What follows belongs to an exercise in optimizing a design on an open flow for small area, a short achievable clock period and few clock cycles per item; a production flow would make more cautious choices. RTL that was checked went through simulation tests only; none was proved equivalent to the original.

// queenSolver
module queenSolver (
	input  wire logic            clk,
	input  wire logic            rst_n,
	input  wire logic            inValid,
	input  wire queenPkg::coordT row,
	input  wire queenPkg::coordT col,
	output logic                 outValid,
	output queenPkg::coordT      out
);
Size: ~1,400 cells after synthesis, about 88 flip-flops, ~16 I/O pins.
clock: 9.0 ns
lec_check: 0
cap_margin: 20
core_margin: 2
core_utilization: 50
setup_slack_margin: 3.5
slew_margin: 20
run.sh (not shown) runs the stock make flow with config.mk's settings and CLKGATE_MAP_FILE= SYNTH_SCRIPT=/design/flow/synth_recipe.tcl, a recipe that flattens the netlist after the stock synthesis.
The first run ran to the end with no violations.
Testbench counts at the start, summed over its fixed seeds: cycles 102,449, puzzles 1,280.
Change:
Settings changed: CORE_UTILIZATION 50 to 40, SETUP_SLACK_MARGIN 3.5 to 4.25.
The changed run finished with timing, DRC and antenna clean.
Worst hold slack gains 0.015 ns.
Utilization went down by 1.1 points.
Clock skew is about the same.
Non-clock buffer count went up by 206.
Final cell count went up by 18%.
Sequential cell count does not change.
Sequential share of layout area went down by 3.6 points.
Routed wire length went up by 18%.
Worst setup slack gains 0.17 ns.

The RTL this note starts from:
==> flow/design.v <==
`default_nettype none
package queenPkg;
	localparam int BoardSize = 12;
	typedef logic [3:0] coordT;
	typedef logic [BoardSize-1:0] maskT;
	typedef logic [2*BoardSize-2:0] diagT;
	typedef enum logic [1:0] {
		sIdle,
		sLoad,
		sSearch,
		sOut
	} solverStateT;
endpackage
`default_nettype wire
`default_nettype none
module queenSolver (
	input  wire logic            clk,
	input  wire logic            rst_n,
	input  wire logic            inValid,
	input  wire queenPkg::coordT row,
	input  wire queenPkg::coordT col,
	output logic                 outValid,
	output queenPkg::coordT      out
);
	localparam int N = queenPkg::BoardSize;
	localparam int Ahead = 3;
	queenPkg::solverStateT state;
	queenPkg::coordT q [N];
	queenPkg::maskT preset;
	queenPkg::maskT below;
	queenPkg::maskT flag;
	logic retry;
	queenPkg::maskT occ;
	queenPkg::maskT curOH;
	assign occ = preset | below;
	always_comb begin
		for (int c = 0; c < N; c++) begin
			curOH[c] = !below[c] && (c == 0 || below[c - 1]);
		end
	end
	queenPkg::maskT qd [N];
	queenPkg::maskT rowAtk;
	queenPkg::diagT riseAtk;
	queenPkg::diagT fallAtk;
	always_comb begin
		for (int c = 0; c < N; c++) begin
			for (int r = 0; r < N; r++) begin
				qd[c][r] = occ[c] && (q[c] == queenPkg::coordT'(r));
			end
		end
		rowAtk = '0;
		riseAtk = '0;
		fallAtk = '0;
		for (int r = 0; r < N; r++) begin
			for (int c = 0; c < N; c++) begin
				rowAtk[r] = rowAtk[r] | qd[c][r];
				riseAtk[r + c] = riseAtk[r + c] | qd[c][r];
				fallAtk[r - c + N - 1] = fallAtk[r - c + N - 1] | qd[c][r];
			end
		end
	end
	logic [N+Ahead-1:0] riseW;
	logic [N+Ahead-1:0] fallW;
	always_comb begin
		riseW = '0;
		fallW = '0;
		for (int c = 0; c < N; c++) begin
			for (int j = 0; j < N + Ahead; j++) begin
				if (j + c <= 2 * N - 2) begin
					riseW[j] = riseW[j] | (curOH[c] & riseAtk[j + c]);
				end
				if (j - Ahead - c + N - 1 >= 0) begin
					fallW[j] = fallW[j] | (curOH[c] & fallAtk[j - Ahead - c + N - 1]);
				end
			end
		end
	end
	queenPkg::coordT curRow;
	always_comb begin
		curRow = '0;
		for (int c = 0; c < N; c++) begin
			curRow = curRow | (curOH[c] ? q[c] : '0);
		end
	end
	queenPkg::maskT free [Ahead + 1];
	queenPkg::maskT laOk;
	queenPkg::maskT avail;
	queenPkg::maskT pick;
	queenPkg::coordT newRow;
	logic [Ahead:0] checkCol;
	logic curOcc;
	logic found;
	logic multi;
	always_comb begin
		for (int d = 0; d <= Ahead; d++) begin
			for (int r = 0; r < N; r++) begin
				free[d][r] = !(rowAtk[r] | riseW[r + d] | fallW[r - d + Ahead]);
			end
		end
	end
	always_comb begin
		checkCol = '0;
		for (int d = 1; d <= Ahead; d++) begin
			for (int c = 0; c + d < N; c++) begin
				checkCol[d] = checkCol[d] | (curOH[c] & !preset[c + d]);
			end
		end
	end
	always_comb begin
		laOk = '1;
		for (int d = 1; d <= Ahead; d++) begin
			for (int r = 0; r < N; r++) begin
				laOk[r] = laOk[r] & (!checkCol[d]
					| (|(free[d] & ~((queenPkg::maskT'(1) << r)
						| (queenPkg::maskT'(1) << (r + d))
						| ((r >= d) ? (queenPkg::maskT'(1) << (r - d)) : '0)))));
			end
		end
	end
	assign curOcc = |(preset & curOH);
	always_comb begin
		for (int r = 0; r < N; r++) begin
			avail[r] = free[0][r] & laOk[r] & !curOcc
				& (!retry || queenPkg::coordT'(r) > curRow);
		end
	end
	always_comb begin
		pick = '0;
		newRow = '0;
		for (int r = N - 1; r >= 0; r--) begin
			if (avail[r]) begin
				pick = '0;
				pick[r] = 1'b1;
				newRow = queenPkg::coordT'(r);
			end
		end
	end
	assign found = |avail;
	assign multi = |(avail & ~pick);
	queenPkg::maskT belowNxt;
	logic lastCol;
	always_comb begin
		belowNxt[0] = below[0] | curOH[0];
		for (int c = 1; c < N; c++) begin
			belowNxt[c] = below[c] | curOH[c] | (belowNxt[c - 1] & preset[c]);
		end
	end
	assign lastCol = &(occ | curOH);
	queenPkg::maskT belowBack;
	logic noFlag;
	always_comb begin
		belowBack = '0;
		for (int c = N - 2; c >= 0; c--) begin
			belowBack[c] = belowBack[c + 1] | flag[c + 1];
		end
	end
	assign noFlag = ~|flag;
	logic step;
	logic load;
	logic idle;
	logic done;
	queenPkg::maskT colOH;
	queenPkg::maskT wsel;
	queenPkg::coordT wdata;
	assign idle = (state == queenPkg::sIdle);
	assign load = inValid && (idle || state == queenPkg::sLoad);
	assign step = (state == queenPkg::sSearch) || (state == queenPkg::sLoad && !inValid);
	assign done = lastCol && (found || curOcc);
	always_comb begin
		colOH = '0;
		for (int c = 0; c < N; c++) begin
			colOH[c] = (col == queenPkg::coordT'(c));
		end
	end
	assign wsel = load ? colOH : ((step && !curOcc) ? curOH : '0);
	assign wdata = load ? row : newRow;
	always_ff @(posedge clk or negedge rst_n) begin
		if (!rst_n) begin
			state <= queenPkg::sIdle;
			outValid <= 1'b0;
		end else begin
			case (state)
				queenPkg::sIdle: begin
					if (inValid) state <= queenPkg::sLoad;
				end
				queenPkg::sLoad, queenPkg::sSearch: begin
					if (step) begin
						if (done) begin
							state <= queenPkg::sOut;
							outValid <= 1'b1;
						end else begin
							state <= queenPkg::sSearch;
						end
					end
				end
				default: begin
					if (curOH[N - 1]) begin
						state <= queenPkg::sIdle;
						outValid <= 1'b0;
					end
				end
			endcase
		end
	end
	always_ff @(posedge clk) begin
		for (int c = 0; c < N; c++) begin
			if (wsel[c]) q[c] <= wdata;
		end
		if (idle) begin
			flag <= '0;
			retry <= 1'b0;
			below <= '0;
			preset <= load ? colOH : '0;
		end else if (load) begin
			preset <= preset | colOH;
		end
		if (step) begin
			if (done) begin
				below <= '0;
			end else if (found || noFlag) begin
				below <= belowNxt;
			end else begin
				below <= belowBack;
			end
			if (found) begin
				flag <= flag | (multi ? curOH : '0);
				retry <= 1'b0;
			end else if (!noFlag) begin
				flag <= flag & belowBack;
				retry <= 1'b1;
			end
		end
		if (state == queenPkg::sOut) begin
			below <= {below[N-2:0], 1'b1};
		end
	end
	assign out = outValid ? curRow : '0;
endmodule
`default_nettype wire
export LEC_CHECK = 0
export CAP_MARGIN = 20
export CORE_MARGIN = 2
export CORE_UTILIZATION = 40
export SETUP_SLACK_MARGIN = 3.5
export SLEW_MARGIN = 20
create_clock -name core_clock -period 9.0 [get_ports {clk}]
The starting point finished with timing, DRC and antenna clean.
Testbench counts at the start, summed over its fixed seeds: cycles 102,449, puzzles 1,280.
Next try:
Settings changed: SETUP_SLACK_MARGIN 3.5 to 2.5.
The new run finished clean.
Via count drops by about 2.6%.
Count of clock-buffer cells in the layout stays the same.
Next try:
Settings changed: SETUP_SLACK_MARGIN 2.5 to 3.0.
Effect:
- The new run completed without violations
- cell count stays flat
- cell area went up by 1.9%
- count of clock-buffer cells in the layout is unchanged
- setup slack gets better by 590 ps
- via count is about the same
- routed wire length stays flat
- clock skew barely changes
- worst hold slack gets better by 7.2 ps
- maximum frequency goes up by 10%
- register-to-register slack improved by 590 ps

Another version of the RTL of queenSolver (not shown whole).
Size: about 1400 cells after synthesis, about 16 I/O pins, about 10000 um^2 of cells after synthesis.
clock: 9.0 ns
lec_check: 0
cap_margin: 20
core_margin: 2
core_utilization: 40
setup_slack_margin: 5
slew_margin: 20
==> next run, changes <==
SETUP_SLACK_MARGIN = not set   (was 5)
The changed run completed with no timing, DRC or antenna violations; sequential share of layout area came out higher by 2.5 points; wire length is lower by 5.4%; clock-buffer cell count is unchanged; fmax is lower by 22%.
Function was not checked in any run of this note: the RTL went through the layout flow alone.

Another version of the RTL of queenSolver (not shown whole).
Size: roughly 1500 cells after synthesis, ~16 I/O pins, ~11000 sq um of cells after synthesis.
export LEC_CHECK = 0
export CAP_MARGIN = 20
export CORE_MARGIN = 2
export CORE_UTILIZATION = 40
export CTS_BUF_LIST = sky130_fd_sc_hd__clkbuf_8
export SETUP_SLACK_MARGIN = 3.5
export SLEW_MARGIN = 20
create_clock -name core_clock -period 9.0 [get_ports {clk}]
Testbench counts at the start, summed over its fixed seeds: cycles 101,947, puzzles 1,280.
Next try:
--- a/flow/config.mk
+++ b/flow/config.mk
@@ -9,5 +9,4 @@
 export CORE_MARGIN = 2
 export CORE_UTILIZATION = 40
-export CTS_BUF_LIST = sky130_fd_sc_hd__clkbuf_8
 export SETUP_SLACK_MARGIN = 3.5
 export SLEW_MARGIN = 20
Hold slack is worse by 0.0044 ns.
Synthesized area is unchanged.
Via count is about the same.
Final area climbs by 0.66%.
Non-clock buffer count drops by 2.
Die area stays the same.
Global-route usage barely changes.
Fmax climbs by 0.59%.
Routed wire length hardly moves.

queenSolver, a different RTL version from the one above (not shown whole).
Size: ~1400 cells after synthesis, ~100 flip-flops, roughly 16 I/O pins, roughly 0.011 mm² of cells after synthesis.
export LEC_CHECK = 0
export CAP_MARGIN = 20
export CORE_MARGIN = 2
export CORE_UTILIZATION = 40
export SLEW_MARGIN = 20
create_clock -name core_clock -period 9.0 [get_ports {clk}]
Then changed:
- SETUP_SLACK_MARGIN: not set -> 3.5
What happened: Setup slack improves by 0.95 ns; sequential cell count is unchanged.
No run of this note included a check of the RTL's function; only the layout flow was run.

## lagoon
queenSolver, a different RTL version from the one above (not shown whole).
For scale: ~88 flip-flops, ~16 I/O pins, about 0.011 mm^2 of cells after synthesis.
make LEC_CHECK=0 CAP_MARGIN=20 CORE_MARGIN=2 CORE_UTILIZATION=40 SETUP_SLACK_MARGIN=3.0 SLEW_MARGIN=20 finish   # period 9.0 ns
For indigo, these inputs were changed with respect to lagoon:
- SETUP_SLACK_MARGIN changed from 3.0 to 3.5
--- outcome ---
indigo: first-pass iteration count of the detailed router lower than lagoon
Comparing indigo and lagoon, the higher sequential share of layout area was measured on lagoon.
Summary of indigo over lagoon: sum of routed wire length over all layers went up about 4.5%, arrival time reported for the critical path endpoint went down 490 ps.
Async set-or-reset flop fraction in the synthesized netlist came out exactly the same in indigo and lagoon.
The final reports for indigo and lagoon show post-CTS resize count higher in the former.
As far as number of logic inverters in the finished layout is concerned, indigo and lagoon perform about the same.
Compared to lagoon, indigo leaves less free space in the core.
Area of all placed cells without fillers is higher on indigo
No functional check of the RTL was part of any run of this note.

what the ideal ports hide:
How much do the figures lean on ideal ports? The routed layouts below were timed once more, with nothing changed but the port constraints. Step 1 sets driving cells, clkbuf_16 on the clock port and buf_2 on the other inputs (assumed; they add their load-dependent delay and slew). Step 2 also shifts input and output timing later by t, the mid clock arrival at the registers, as if the neighbouring blocks saw the same clock. Three values: ideal ports, drivers, drivers and shift; two values: the first two.
run	shift t [ns]	setup WS [ns]	worst setup path after step 2	slew at the worst register clock pin (ns)
the first run of note 1	0.371	3.489 / 3.489 / 3.489	register to register	0.07 / 0.07
the second run of note 1	0.377	3.663 / 3.663 / 3.663	register to register	0.07 / 0.07
the first run of note 2	0.381	3.478 / 3.478 / 3.478	register to register	0.07 / 0.07
the second run of note 2	0.381	2.505 / 2.505 / 2.505	register to register	0.07 / 0.07
the third run of note 2	0.383	3.098 / 3.098 / 3.098	register to register	0.07 / 0.07
the first run of note 3	0.394	4.876 / 4.876 / 4.710	input to register	0.07 / 0.07
the second run of note 3	0.396	3.721 / 3.721 / 3.721	register to register	0.07 / 0.07
the first run of note 4	0.411	3.564 / 3.564 / 3.311	input to register	0.11 / 0.11
the second run of note 4	0.385	3.596 / 3.596 / 3.341	input to register	0.08 / 0.08
the first run of note 5	0.390	2.688 / 2.688 / 2.688	register to register	0.08 / 0.08
the second run of note 5	0.394	3.636 / 3.636 / 3.636	register to register	0.08 / 0.08
lagoon	0.383	2.914 / 2.914 / 2.914	register to register	0.06 / 0.06
indigo	0.388	3.407 / 3.407 / 3.407	register to register	0.07 / 0.07
After both steps every run listed still meets setup and hold. For the second run of note 4, which loses most, drivers alone change the setup slack by 0.000 ns; drivers and shift together by -0.255 ns.
